Background: an optimization exercise with open tools, aiming at small area. Do not read the settings as production practice.
Where RTL was checked, it was by simulation tests only, not by an equivalence proof against the original.
No activity file was given, so power comes from the tool's default toggle rates.

==> module featureBuffer, before the edit <==
module featureBuffer #(
  parameter int BUFFER_DEPTH = 256
) (
  input logic clock,
  input logic writeEnable,
  input logic [7:0] writeAddress,
  input logic [pePkg::DATA_WIDTH-1:0] writeData,
  input logic [7:0] readAddress,
  output logic [pePkg::DATA_WIDTH-1:0] readData
);
  localparam int DW = pePkg::DATA_WIDTH;
  localparam int GROUPS = 85;
  logic [DW-1:0] storage [256];
  logic [3:0] readRowN;
  logic [15:0] readColN;
  logic [15:0] writeRowN, writeColN;
  logic [63:0] readSelect;
  logic [255:0] writeSelect;
  always_comb begin
    for (int j = 0; j < 16; j++) begin
      readColN[j] = readAddress[3:0] != 4'(j);
      writeRowN[j] = !(writeEnable && (writeAddress[7:4] == 4'(j)));
      writeColN[j] = writeAddress[3:0] != 4'(j);
    end
    for (int j = 0; j < 4; j++) begin
      readRowN[j] = readAddress[5:4] != 2'(j);
    end
  end
  for (genvar i = 0; i < 256; i++) begin : g_word
    peNor2 u_writeSelect (.a(writeRowN[i / 16]), .b(writeColN[i % 16]), .y(writeSelect[i]));
    always_ff @(posedge clock) begin
      if (writeSelect[i]) begin
        storage[i] <= writeData;
      end
    end
  end
  for (genvar i = 0; i < 64; i++) begin : g_select
    peNor2 u_readSelect (.a(readRowN[i / 16]), .b(readColN[i % 16]), .y(readSelect[i]));
  end
  for (genvar b = 0; b < DW; b++) begin : g_bit
    logic [3:0] quarter;
    for (genvar h = 0; h < 4; h++) begin : g_quarter
      logic [21:0] termN;
      logic [5:0] level1;
      logic [2:0] level2N;
      for (genvar g = 0; g < 21; g++) begin : g_group
        peAoi222 u_aoi (
          .a0(readSelect[3 * g]), .b0(storage[64 * h + 3 * g][b]),
          .a1(readSelect[3 * g + 1]), .b1(storage[64 * h + 3 * g + 1][b]),
          .a2(readSelect[3 * g + 2]), .b2(storage[64 * h + 3 * g + 2][b]),
          .y(termN[g])
        );
      end
      peNand2 u_last (.a(readSelect[63]), .b(storage[64 * h + 63][b]), .y(termN[21]));
      for (genvar g = 0; g < 5; g++) begin : g_l1
        peNand4 u_n (.a(termN[4 * g]), .b(termN[4 * g + 1]), .c(termN[4 * g + 2]),
                     .d(termN[4 * g + 3]), .y(level1[g]));
      end
      peNand2 u_l1 (.a(termN[20]), .b(termN[21]), .y(level1[5]));
      for (genvar g = 0; g < 3; g++) begin : g_l2
        peNor2 u_n (.a(level1[2 * g]), .b(level1[2 * g + 1]), .y(level2N[g]));
      end
      peNand3 u_l3 (.a(level2N[0]), .b(level2N[1]), .c(level2N[2]), .y(quarter[h]));
    end
    assign readData[b] = quarter[readAddress[7:6]];
  end
endmodule
clock: 14.0 ns
lec_check: 0
cap_margin: 20
core_margin: 2
core_utilization: 40
cts_buf_list: sky130_fd_sc_hd__clkbuf_16
cts_cluster_diameter: 100
cts_cluster_size: 30
slew_margin: 20
synth_hierarchical: 1
synth_minimum_keep_size: 0
run.sh (not shown) runs the stock make flow with config.mk's settings and CLKGATE_MAP_FILE= SYNTH_SCRIPT=/design/flow/synth_recipe.tcl, a recipe that flattens the netlist after the stock synthesis.
The first run finished clean.
Edit:
--- a/flow/design.v
+++ b/flow/design.v
@@ -18,9 +18,9 @@
   logic [DW-1:0] storage [256];
   logic [3:0] readRowN;
   logic [15:0] readColN;
   logic [15:0] writeRowN, writeColN;
-  logic [63:0] readSelect;
+  logic [63:0] readSelect [2];
   logic [255:0] writeSelect;
   always_comb begin
     for (int j = 0; j < 16; j++) begin
       readColN[j] = readAddress[3:0] != 4'(j);
@@ -38,10 +38,13 @@
         storage[i] <= writeData;
       end
     end
   end
-  for (genvar i = 0; i < 64; i++) begin : g_select
-    peNor2 u_readSelect (.a(readRowN[i / 16]), .b(readColN[i % 16]), .y(readSelect[i]));
+  for (genvar c = 0; c < 2; c++) begin : g_copy
+    for (genvar i = 0; i < 64; i++) begin : g_select
+      peNor2 u_readSelect (.a(readRowN[i / 16]), .b(readColN[i % 16]),
+                           .y(readSelect[c][i]));
+    end
   end
   for (genvar b = 0; b < DW; b++) begin : g_bit
     logic [3:0] quarter;
     for (genvar h = 0; h < 4; h++) begin : g_quarter
@@ -49,15 +52,15 @@
       logic [5:0] level1;
       logic [2:0] level2N;
       for (genvar g = 0; g < 21; g++) begin : g_group
         peAoi222 u_aoi (
-          .a0(readSelect[3 * g]), .b0(storage[64 * h + 3 * g][b]),
-          .a1(readSelect[3 * g + 1]), .b1(storage[64 * h + 3 * g + 1][b]),
-          .a2(readSelect[3 * g + 2]), .b2(storage[64 * h + 3 * g + 2][b]),
+          .a0(readSelect[h / 2][3 * g]), .b0(storage[64 * h + 3 * g][b]),
+          .a1(readSelect[h / 2][3 * g + 1]), .b1(storage[64 * h + 3 * g + 1][b]),
+          .a2(readSelect[h / 2][3 * g + 2]), .b2(storage[64 * h + 3 * g + 2][b]),
           .y(termN[g])
         );
       end
-      peNand2 u_last (.a(readSelect[63]), .b(storage[64 * h + 63][b]), .y(termN[21]));
+      peNand2 u_last (.a(readSelect[h / 2][63]), .b(storage[64 * h + 63][b]), .y(termN[21]));
       for (genvar g = 0; g < 5; g++) begin : g_l1
         peNand4 u_n (.a(termN[4 * g]), .b(termN[4 * g + 1]), .c(termN[4 * g + 2]),
                      .d(termN[4 * g + 3]), .y(level1[g]));
       end
Non-clock buffer count went up by 53.
Die area stays flat.
Cell area went up by 0.62%.
Routed wire length went down by 0.32%.
Count of clock-buffer cells in the layout went down by 1.
Clock power went down by about 2%.
Maximum frequency went down by 2.0%.
Setup slack degrades by 0.19 ns.
Power hardly moves.
Synthesized area hardly moves.
Global-route usage went down by 0.10 points.
Core utilization went up by 0.18 points.
Worst hold slack barely changes.
Function not checked in the second run of this note: the RTL went through the layout flow alone.

-- separate check: timing with driven ports --
No port has a modelled driver above. Below, the same layouts with a new extraction and two added sets of constraints.
Step 1 (the two cells are an assumption about what drives the block):
set clk [get_ports {clock}]
set_driving_cell -lib_cell sky130_fd_sc_hd__clkbuf_16 $clk
set_driving_cell -lib_cell sky130_fd_sc_hd__buf_2 [delete_from_list [all_inputs] $clk]
Step 2 moves the port delays by t, midway between the first and last clock arrival at a register: inputs arrive t later, outputs are due t later. That takes back most of the time a late clock gives input paths.
a / b / c = ideal ports / drivers / drivers and shift; a / b = the first two.
run | shift t [ns] | setup WS [ns] | worst setup path after step 2 | clock arrival spread, ns | slew at the worst register clock pin (ns)
the first run | 0.835 | 4.748 / 4.748 / 4.748 | register to register | 0.046 / 0.046 | 0.12 / 0.12
the second run | 0.829 | 4.559 / 4.559 / 4.559 | register to register | 0.039 / 0.039 | 0.12 / 0.12
After both steps setup and hold are still met in every run listed.
